This is an optimization exercise on Yosys and OpenROAD, whose aim is a short achievable clock period and few clock cycles, not a production implementation.
The RTL of this run was laid out without a check of its function.
Power is estimated from default activity; no workload was simulated.

### flow/design.v
`timescale 1ns/1ps
module alu (
	input  logic [31:0] a,
	input  logic [31:0] b,
	input  logic        selAdd,    
	input  logic        selSub,    
	input  logic        selAnd,
	input  logic        selOr,
	input  logic        selXor,
	input  logic        selSlt,    
	input  logic        selSll,    
	input  logic        selSrl,    
	input  logic        selSra,    
	output logic [31:0] sum,       
	output logic [31:0] result
);
	logic [31:0] diff;
	logic        lessThan;
	logic [31:0] shl, shr;
	logic [32:0] shrWide;
	assign sum      = a + b;
	assign diff     = a - b;
	assign lessThan = $signed(a) < $signed(b);
	assign shl      = b << a[4:0];
	assign shrWide  = $signed({selSra & b[31], b}) >>> a[4:0];
	assign shr      = shrWide[31:0];
	assign result = ({32{selAdd}} & sum)
	              | ({32{selSub}} & diff)
	              | ({32{selAnd}} & (a & b))
	              | ({32{selOr}}  & (a | b))
	              | ({32{selXor}} & (a ^ b))
	              | ({32{selSlt}} & {31'b0, lessThan})
	              | ({32{selSll}} & shl)
	              | ({32{selSrl | selSra}} & shr);
endmodule
`timescale 1ns/1ps
module regFile (
	input  logic        clk,
	input  logic        rst,
	input  logic [4:0]  readAddrA,
	input  logic [4:0]  readAddrB,
	input  logic        we0,
	input  logic [4:0]  wa0,
	input  logic [31:0] wd0,
	input  logic        we1,
	input  logic [4:0]  wa1,
	input  logic [31:0] wd1,
	output logic [31:0] readDataA,
	output logic [31:0] readDataB
);
	logic [31:0]      regs [1:31];
	logic [32*32-1:0] flat;
	always_ff @(posedge clk) begin
		for (int i = 1; i < 32; i++) begin
			if (rst) begin
				regs[i] <= '0;
			end else if (we0 && wa0 == 5'(i)) begin
				regs[i] <= wd0;
			end else if (we1 && wa1 == 5'(i)) begin
				regs[i] <= wd1;
			end
		end
	end
	assign flat[31:0] = '0;
	for (genvar i = 1; i < 32; i++) begin : gFlat
		assign flat[32*i +: 32] = regs[i];
	end
	assign readDataA = flat[32*readAddrA +: 32];
	assign readDataB = flat[32*readAddrB +: 32];
endmodule
`timescale 1ns/1ps
module mipsCore
#(
	parameter int dataWidth = 32,
	parameter int addrWidth = 10
) (
	input  logic                 clk,
	input  logic                 rst,
	output logic [addrWidth-1:0] memAddr,
	output logic [dataWidth-1:0] memWdata,
	output logic                 memWe,
	input  logic [dataWidth-1:0] memRdata
);
	localparam int NQ = 2;
	localparam int CW = 4;
	localparam int CN = 1 << CW;
	logic [9:0]  fpc;         
	logic        fv;          
	logic [9:0]  fpc1;        
	logic [9:0]  fpcA;        
	logic        fc;          
	logic [31:0] fcw;         
	logic              cv   [CN];
	logic [9-CW:0]     ctag [CN];
	logic [31:0]       cdat [CN];
	logic              cred [CN];
	logic [9:0]        ctgt [CN];
	logic              cnr  [CN];
	logic [9:0]        cntg [CN];
	logic        qv [NQ];
	logic [31:0] qi [NQ];
	logic [9:0]  qt [NQ];     
	logic        eWr;         
	logic        eLd;         
	logic        eSt;
	logic        eBeq;
	logic [4:0]  eDst;
	logic [31:0] eA, eB, eSD;
	logic [9:0]  eTgt;
	logic        eAdd, eSub, eAnd, eOr, eXor, eSlt, eSll, eSrl, eSra;
	logic        xWr;
	logic [4:0]  xDst;
	logic [31:0] xRes;
	logic        mLd, mSt;
	logic [4:0]  mDst;
	logic [9:0]  memAddrQ;
	logic [31:0] mData;
	logic        wLd;
	logic [4:0]  wDst;
	logic [31:0] aluRes, aluSum;
	logic        flushE;
	alu alu_inst (
		.a(eA), .b(eB),
		.selAdd(eAdd), .selSub(eSub), .selAnd(eAnd), .selOr(eOr), .selXor(eXor),
		.selSlt(eSlt), .selSll(eSll), .selSrl(eSrl), .selSra(eSra),
		.sum(aluSum), .result(aluRes)
	);
	assign flushE = eBeq && ((eA ^ eB) == 32'd0);
	always_ff @(posedge clk) begin
		if (rst) begin
			xWr <= 1'b0;
		end else begin
			xWr <= eWr;
		end
		xDst <= eDst;
		xRes <= aluRes;
	end
	logic [31:0] dIr;
	logic [31:0] rfA, rfB;
	assign dIr = qi[0];
	regFile regFile_inst (
		.clk(clk), .rst(rst),
		.readAddrA(dIr[25:21]), .readAddrB(dIr[20:16]),
		.we0(xWr), .wa0(xDst), .wd0(xRes),
		.we1(wLd), .wa1(wDst), .wd1(memRdata),
		.readDataA(rfA), .readDataB(rfB)
	);
	logic [5:0]  dOp, dFn;
	logic [4:0]  dRs, dRt, dRd;
	logic        dR, dAddi, dSlti, dAndi, dOri, dXori, dLw, dSw, dBeq;
	logic        dShift, dZext, dUsesRt, dWr, dLd, dBReg;
	logic [4:0]  dDst;
	logic [31:0] dImm, dA, dB, dSD;
	logic        stall, dAdvNF, dAdv;
	assign dOp = dIr[31:26];
	assign dFn = dIr[5:0];
	assign dRs = dIr[25:21];
	assign dRt = dIr[20:16];
	assign dRd = dIr[15:11];
	assign dR    = (dOp == 6'b000000);
	assign dAddi = (dOp == 6'b001000);
	assign dSlti = (dOp == 6'b001010);
	assign dAndi = (dOp == 6'b001100);
	assign dOri  = (dOp == 6'b001101);
	assign dXori = (dOp == 6'b001110);
	assign dLw   = (dOp == 6'b100011);
	assign dSw   = (dOp == 6'b101011);
	assign dBeq  = (dOp == 6'b000100);
	assign dShift  = dR && !dFn[5];
	assign dZext   = dAndi || dOri || dXori;
	assign dUsesRt = dR || dSw || dBeq;
	assign dBReg   = dR || dBeq;
	assign dDst    = dR ? dRd : dRt;
	assign dWr     = (dR || dAddi || dSlti || dZext) && (dDst != 5'd0);
	assign dLd     = dLw && (dRt != 5'd0);
	assign dImm    = {{16{dIr[15] & !dZext}}, dIr[15:0]};
	assign stall = qv[0] && (
		(eLd && eDst == dRs) || (mLd && mDst == dRs) ||
		(dUsesRt && ((eLd && eDst == dRt) || (mLd && mDst == dRt))));
	assign dAdvNF = qv[0] && !stall;
	assign dAdv   = dAdvNF && !flushE;
	logic rsE, rsX, rsW, rtE, rtX, rtW;
	assign rsE = eWr && eDst == dRs;
	assign rsX = !rsE && xWr && xDst == dRs;
	assign rsW = !rsE && !rsX && wLd && wDst == dRs;
	assign rtE = eWr && eDst == dRt;
	assign rtX = !rtE && xWr && xDst == dRt;
	assign rtW = !rtE && !rtX && wLd && wDst == dRt;
	logic [31:0] rsOld, rtOld;
	assign rsOld = rsX ? xRes : rsW ? memRdata : rfA;
	assign rtOld = rtX ? xRes : rtW ? memRdata : rfB;
	assign dA  = dShift ? {27'b0, dIr[10:6]} : (({32{rsE}} & aluRes) | ({32{!rsE}} & rsOld));
	assign dB  = !dBReg ? dImm : (({32{rtE}} & aluRes) | ({32{!rtE}} & rtOld));
	assign dSD = ({32{rtE}} & aluRes) | ({32{!rtE}} & rtOld);
	always_ff @(posedge clk) begin
		if (rst || !dAdv) begin
			eWr  <= 1'b0;
			eLd  <= 1'b0;
			eSt  <= 1'b0;
			eBeq <= 1'b0;
		end else begin
			eWr  <= dWr;
			eLd  <= dLd;
			eSt  <= dSw;
			eBeq <= dBeq;
		end
		eDst <= dLd ? dRt : dDst;
		eA   <= dA;
		eB   <= dB;
		eSD  <= dSD;
		eTgt <= qt[0];
		eAdd <= (dR && (dFn == 6'b100000 || !(dFn == 6'b100010 || dFn == 6'b100100 || dFn == 6'b100101 ||
			dFn == 6'b100110 || dFn == 6'b101010 || dShift))) || dAddi || dLw || dSw;
		eSub <= dR && dFn == 6'b100010;
		eAnd <= (dR && dFn == 6'b100100) || dAndi;
		eOr  <= (dR && dFn == 6'b100101) || dOri;
		eXor <= (dR && dFn == 6'b100110) || dXori;
		eSlt <= (dR && dFn == 6'b101010) || dSlti;
		eSll <= dShift && dFn[1:0] == 2'b00;
		eSrl <= dShift && dFn[1:0] == 2'b10;
		eSra <= dShift && dFn[1:0] == 2'b11;
	end
	always_ff @(posedge clk) begin
		if (rst) begin
			mLd <= 1'b0;
			mSt <= 1'b0;
			wLd <= 1'b0;
		end else begin
			mLd <= eLd;
			mSt <= eSt;
			wLd <= mLd;
		end
		mDst  <= eDst;
		mData <= eSD;
		wDst  <= mDst;
	end
	logic portBusy;
	assign portBusy = mLd || mSt;
	assign memAddr  = memAddrQ;
	assign memWe    = mSt;
	assign memWdata = mData;
	logic [5:0]  aOp;
	logic        aJ, aBeq, aSame, aImmZ, aDrop, aRedirW, aRedir, arrive;
	logic [9:0]  aTgtB, aTgt;
	logic [31:0] aw;
	assign aw      = fc ? fcw : memRdata;
	assign aOp     = aw[31:26];
	assign aJ      = (aOp == 6'b000010);
	assign aBeq    = (aOp == 6'b000100);
	assign aSame   = (aw[25:21] == aw[20:16]);
	assign aImmZ   = (aw[15:0] == 16'd0);
	assign aTgtB   = fpc1 + aw[9:0];
	assign aTgt    = aJ ? aw[9:0] : aTgtB;
	assign aDrop   = aJ || (aBeq && (aSame || aImmZ));
	assign aRedirW = (aJ && aw[9:0] != fpc1) || (aBeq && aSame && !aImmZ);
	assign aRedir  = fv && aRedirW;
	assign arrive  = fv && !aDrop;
	logic [CW-1:0] hIdx;
	logic          hit, hRedir;
	assign hIdx   = fpc[CW-1:0];
	assign hit    = cv[hIdx] && ctag[hIdx] == fpc[9:CW];
	assign hRedir = hit && cred[hIdx];
	logic [9:0]    pA;
	logic [CW-1:0] pIdx;
	logic          pHit;
	assign pA   = fpcA - 10'd1;
	assign pIdx = pA[CW-1:0];
	assign pHit = cv[pIdx] && ctag[pIdx] == pA[9:CW];
	logic fill;
	assign fill = fv && !fc;
	always_ff @(posedge clk) begin
		for (int i = 0; i < CN; i++) begin
			if (rst) begin
				cv[i] <= 1'b0;
			end else if (fill && !fpcA[9] && fpcA[CW-1:0] == CW'(i)) begin
				cv[i] <= 1'b1;
			end
			if (fill && fpcA[CW-1:0] == CW'(i)) begin
				ctag[i] <= fpcA[9:CW];
				cdat[i] <= memRdata;
				cred[i] <= aRedirW;
				ctgt[i] <= aTgt;
				cnr[i]  <= 1'b0;
			end else if (fill && aRedirW && pHit && pIdx == CW'(i)) begin
				cnr[i]  <= 1'b1;
				cntg[i] <= aTgt;
			end
		end
	end
	logic [1:0] occ;
	logic       issue;
	logic [9:0] fpcN;
	logic       fvN;
	always_comb begin
		occ = '0;
		for (int i = 0; i < NQ; i++) occ = occ + 2'(qv[i]);
	end
	assign issue = (hit || !portBusy) && ({1'b0, occ} + 3'(fv) - 3'(dAdvNF) < 3'(NQ));
	logic [9:0] fpcNoFlush;
	always_comb begin
		if (aRedir) begin
			fpcNoFlush = aTgt;
			fvN        = 1'b0;
		end else if (hRedir) begin
			fpcNoFlush = ctgt[hIdx];
			fvN        = 1'b0;
		end else if (issue) begin
			fpcNoFlush = (hit && cnr[hIdx]) ? cntg[hIdx] : fpc + 10'd1;
			fvN        = 1'b1;
		end else begin
			fpcNoFlush = fpc;
			fvN        = 1'b0;
		end
		fpcN = flushE ? eTgt : fpcNoFlush;
	end
	always_ff @(posedge clk) begin
		if (rst) begin
			fpc      <= '0;
			fv       <= 1'b0;
			memAddrQ <= '0;
		end else begin
			fpc      <= fpcN;
			fv       <= fvN && !flushE;
			memAddrQ <= (eLd || eSt) ? aluSum[11:2] : fpcN;
		end
		if (issue) begin
			fpc1 <= fpc + 10'd1;
			fpcA <= fpc;
			fc   <= hit;
			fcw  <= cdat[hIdx];
		end
	end
	logic        sv [NQ];
	logic [31:0] si [NQ];
	logic [9:0]  st [NQ];
	always_comb begin
		for (int i = 0; i < NQ; i++) begin
			if (dAdvNF) begin
				sv[i] = (i + 1 < NQ) ? qv[(i + 1) % NQ] : 1'b0;
				si[i] = qi[(i + 1) % NQ];
				st[i] = qt[(i + 1) % NQ];
			end else begin
				sv[i] = qv[i];
				si[i] = qi[i];
				st[i] = qt[i];
			end
		end
	end
	always_ff @(posedge clk) begin
		for (int i = 0; i < NQ; i++) begin
			if (rst || flushE) begin
				qv[i] <= 1'b0;
			end else begin
				qv[i] <= sv[i] || (arrive && (i == 0 || sv[(i + NQ - 1) % NQ]) && !sv[i]);
			end
			if (arrive && !sv[i] && (i == 0 || sv[(i + NQ - 1) % NQ])) begin
				qi[i] <= aw;
				qt[i] <= aTgtB;
			end else begin
				qi[i] <= si[i];
				qt[i] <= st[i];
			end
		end
	end
endmodule
### flow/run.sh
#!/bin/bash
# synth_recipe.tcl (not shown) runs the flow's synth.tcl, then flattens the netlist and writes it again
# the make line also repeats each setting of config.mk as NAME=value (left out here)
make -C /OpenROAD-flow-scripts/flow DESIGN_CONFIG=/design/flow/config.mk WORK_HOME=/design/flow/orfs CLKGATE_MAP_FILE= SYNTH_SCRIPT=/design/flow/synth_recipe.tcl finish
### flow/config.mk
export PLATFORM = sky130hd
export DESIGN_NAME = mipsCore
export DESIGN_NICKNAME = mipsCore
export VERILOG_FILES = /design/flow/design.v
export SDC_FILE = /design/flow/constraint.sdc
export NUM_CORES = 4
export LEC_CHECK = 0
export ABC_CLOCK_PERIOD_IN_PS = 2000
export CAP_MARGIN = 20
export CORE_MARGIN = 2
export CORE_UTILIZATION = 50
export SETUP_SLACK_MARGIN = 4.6
export SLEW_MARGIN = 20
### flow/constraint.sdc
create_clock -name core_clock -period 7.5 [get_ports {clk}]
set_input_delay 1.5000 -clock core_clock [delete_from_list [all_inputs] [get_ports {clk}]]
set_output_delay 1.5000 -clock core_clock [all_outputs]
set_load 0.01 [all_outputs]
==> impl_summary.txt <==
----------------------------------------------------
[Floorplanning]
  Core box area ... ~0.24 mm²
  Effective utilization at floorplan ... 0.502
  Placement Rows ... 179
  Die outline height ... 492 µm
  Number of I/O pins ... 77
  Area of the die ... 0.242 mm²
  Chip Width ... 492 µm

[Clock tree]
  Clock tree from TritonCTS ... done
  Worst skew pair latency ... 990 ps
  CTS HTree Levels ... 5
  Clock-pin slew on the worst setup and hold paths ... 60 ps
  Clock root cell ... clkbuf_16
  Cts bufs inserted ... 275
  Maximum buffer depth of the clock tree ... 4
  Clock Sinks ... 2,330

[Yosys]
  Share of the synthesized netlist area taken by xor and xnor gates ... 0.00647
  EDFF count, synth ... 1,081
  Ys Warns ... 16
  Top cell type by total area after synthesis ... edfxtp_1
  Mux cell area share after synthesis ... 0.227
  Synthesized-area fraction occupied by and/or/nand/nor cells ... 0.0803
  Compound-cell area share of the yosys netlist ... 0.151
  Cells after synthesis ... 10,500
  Number of synthesized register bits ... 2,330
  Area share of the largest cell type after synthesis ... 0.272
  Number of library cell types mapped by synthesis ... 82
  Adder and majority gate portion of the synthesized area ... 0.0122
  Post-Syn Nets ... 10,700
  Syn_area_per_cell ... ~11 µm²
  Predominant post-synthesis flop cell ... dfxtp_1
  Part of the Yosys area used for sequential elements ... 0.482
  Syn Std Cell Area ... about 0.12 mm²
  Combinational family with the most area after synthesis ... multiplexers
  Largest cells by area after synthesis ... edfxtp_1 27%, dfxtp_1 21%, mux4_2 12%
  Asr flop ratio synth ... 0

[Critical path]
  Most common cell type on the critical path ... buf_12
  Required time worst endpoint ... 8210 ps
  Buffering stage count on the worst path with inverters included ... 6
  Worst path top cell family by delay ... simple AND/OR/NAND/NOR gates
  Cell-by-cell listing of the critical path ... nand2b_1, nor2_1, a22o_1, a221oi_1, nand4_1, o22ai_1, or3b_2, o22ai_1, nand4b_1, buf_12, buf_12, buf_6, buf_12, buf_12, nor2_4, clkbuf_16
  Signal arrival time at the worst endpoint ... around 5100 ps
  Largest driver fanout on the critical path ... 10
  Worst R2R Path Depth ... 16
  Startpoint type of the worst setup path ... flip-flop
  Reg-to-reg slack, setup ... 3070 ps
  Worst reg2reg path startpoint ... fpcA[2]$_DFFE_PN_
  Destination of the worst register-to-register timing path ... cntg[2][9]$_DFFE_PP_
  Crit path kind ... reg -> reg
  Critical-path cell with the highest stage delay ... edfxtp_1
  Nature of the critical path endpoint ... flip-flop
  Longest individual stage delay on the worst path ... 610 ps

[Place]
  Setup Slack @ Placement ... between 1500 and 2000 ps
  Port Buffer Count ... 76
  Gp weighted congestion ... 0.953
  Placed Instance Area ... roughly 0.12 mm²
  Number of placed instances, taps included ... 12,900
  HPWL reported at the end of detailed placement ... 285,000 µm

[Layout]
  Share of layout cells above drive strength 1 ... 0.287
  Most common cell after layout, fill and taps aside ... nor2_1
  Post-route core utilization ... 0.619
  Fin nets ... 10,900
  Layout fillers ... between 15,000 and 20,000
  Area of all placed cells without fillers ... 0.147 mm²
  Final cell count without fillers ... 14,100
  Highest-count cells in the layout ignoring fill and taps ... 1,366 x nor2_1, 1,166 x dfxtp_1, 1,132 x mux2i_1, 1,081 x edfxtp_1, 1,023 x a211oi_1
  Area growth from synthesis to layout ... 23.3%

[STA]
  Total negative slack for setup checks ... 0 ps
  Setup repair after global routing missed its margin ... yes
  Min setup slack post-route ... 3070 ps
  Largest clock skew in the final design ... 89.2 ps
  Total count of hold-check failures in the final report ... 0
  Transition time at the pin with the least slew margin ... ~1300 ps
  Clock period minus final worst setup slack ... 4430 ps
  Max frequency ... 0.226 GHz
  Worst slew margin relative to its limit ... 0.121
  Number of endpoints failing setup at the final stage ... 0
  Final number of max-transition violations ... 0
  Final worst path period share ... 0.591

[Route]
  Routed via count divided by cell count ... 7.17
  Number of DRC markers after the initial detailed-route iteration ... 15,500
  Detailed-route via count ... 101,000
  Number of nets still failing antenna checks after routing ... 0
  Final routed DRC violation total ... 0
  Routed wire length ... around 530,000 µm
  Final routed wire length divided by cell count ... 37.5 µm
  Number of iterations in the first detailed-routing pass ... 8

[Global route]
  Largest net degree at the start of global routing ... 200
  Global-route wire length before repair ... 728,000 µm
  Vias in the first global route ... 95,500
  Antenna violations before repair ... 19
  Gr usage total ... 0.418
  Total gr overflow ... 0

[Pwr]
  LEAKAGE ... 55.1 nW
  Power Dens Cells ... 227 mW/mm²
  Max IR drop VDD ... between 0.0002 and 0.00025 V

[Run]
  Max Cap Viol ... 0

[Worst hold path]
  Worst Hold Path Cells ... 0
  Hold_sp ... eSD[5]$_DFF_P_
  Worst-case hold path end point ... mData[5]$_DFF_P_
  Class of the tightest hold or removal check ... reg -> reg

[Outcome]
  Outcome ... complete, no violations

----------------------------------------------------
-- kinds of logic after synthesis --
family / after synthesis
AO/OA/AOI/OAI: 2500
XOR/XNOR: 88
adder cells (fa/ha/maj): 114
buffers and inverters: 1286
flip-flops: 2330
multiplexers: 1913
AND/OR/NAND/NOR: 2310
-- registers in the layout, indices dropped and copies added, names as in the netlist, 16 cells and up --
register / cells
eA: 32
ctgt: 160
mData: 32
ctag: 96
eB: 32
cv: 16
fcw: 32
cntg: 160
cred: 16
qt: 20
xRes: 32
cdat: 512
cnr: 16
eSD: 32
regFile_inst.regs: 992
qi: 64
-- through the flow --
step | total power [mW] | hold slack, ps
floorplan | 16.9 | 310
global placement | 18.7 | 312
detailed placement | 18.7 | 312
CTS | 32.7 | 317
global route | 34.0 | 322
finish | 33.4 | 318
-- worst max-delay path by stage --
stage / start / end / cells after the start
CTS: fc$_DFFE_PN_ / memAddrQ[4]$_SDFF_PP0_ / 14
finish: fpcA[2]$_DFFE_PN_ / cntg[2][9]$_DFFE_PP_ / 16
global placement: memRdata[8] / memAddrQ[4]$_SDFF_PP0_ / 14
floorplan: memRdata[8] / memAddrQ[4]$_SDFF_PP0_ / 15
global route: fpcA[2]$_DFFE_PN_ / cntg[2][7]$_DFFE_PP_ / 16
detailed placement: memRdata[3] / memAddrQ[6]$_SDFF_PP0_ / 15
-- synth_stat cells, drive strengths merged, types with 20 or more instances --
| cell | instances |
|---|---|
| nand4 | 45 |
| nor2b | 35 |
| or3 | 24 |
| clkbuf | 912 |
| a21oi | 259 |
| a21o | 32 |
| and3 | 31 |
| a22oi | 202 |
| ha | 111 |
| nand2b | 30 |
| xnor2 | 56 |
| nor4 | 27 |
| dfxtp | 1249 |
| xor2 | 32 |
| edfxtp | 1081 |
| buf | 234 |
| nand3 | 79 |
| a41oi | 27 |
| inv | 136 |
| a2111oi | 24 |
| a211oi | 1039 |
| a221o | 21 |
| nor2 | 1454 |
| mux4 | 616 |
| a22o | 138 |
| o211ai | 28 |
| o21bai | 20 |
| o21ai | 337 |
| mux2i | 1169 |
| a221oi | 131 |
| mux2 | 128 |
| nand2 | 445 |
| a222oi | 41 |
| nor3 | 81 |
| o22ai | 31 |
| o21a | 21 |
-- where the power goes --
group / total (mW) / switching, mW / internal (mW)
clock network: 13.0 / 5.49 / 7.53
logic: 6.09 / 3.85 / 2.24
registers: 14.3 / 0.456 / 13.9
total: 33.4 / 9.79 / 23.6
-- final cells by class --
cell class	instances	area [µm²]	area share
Sequential cell	2330	57700	0.393
Tap cell	3167	3960	0.0270
Clock inverter	91	763	0.00519
Inverter	140	633	0.00431
Antenna cell	5	12.5	0.0000852
Clock buffer	372	7710	0.0525
Timing Repair inverter	2	17.5	0.000119
Timing Repair Buffer	1068	13100	0.0889
Multi-Input combinational cell	6965	63100	0.429
-- timing repair --
action                                   CTS  global route
resized for setup                       1304           478
pin swaps                                207           189
hold buffers                               0             0
endpoints found under the setup margin  2299          1444
gates cloned                             106            41
setup buffers                            434           174
-- routing by layer --
layer / global-route usage / up-vias / wire length (µm)
met5: 0 / - / 108
met4: 0.300 / 16 / 49000
met3: 0.101 / 2165 / 64700
met2: 0.621 / 8037 / 229000
met1: 0.537 / 50100 / 188000
li1: - / 41100 / -

## static timing again, ports no longer ideal
The results above use ideal ports. As a check the final layout listed here was re-extracted and re-timed, cells and wires unchanged. Step 1 (the two cells are an assumption about what drives the block):
set clk [get_ports {clk}]
set_driving_cell -lib_cell sky130_fd_sc_hd__clkbuf_16 $clk
set_driving_cell -lib_cell sky130_fd_sc_hd__buf_2 [delete_from_list [all_inputs] $clk]
Step 2, shift: input delay + t, output delay - t, t = (earliest + latest rising clock arrival at the registers) / 2. This alone moves slack from input paths to output paths. Three values: ideal, step 1, step 2; two values: the first two.
shift t [ns]: 1.044
slack for setup (ns): 3.066 / 3.066 / 2.068
worst setup path at the end: input to register
latest minus earliest clock arrival (ns): 0.101 / 0.101
worst register clock-pin slew, ns: 0.07 / 0.07
After both steps this run still meets setup and hold. For this run, drivers alone change the setup slack by 0.000 ns; drivers and shift together by -0.998 ns.
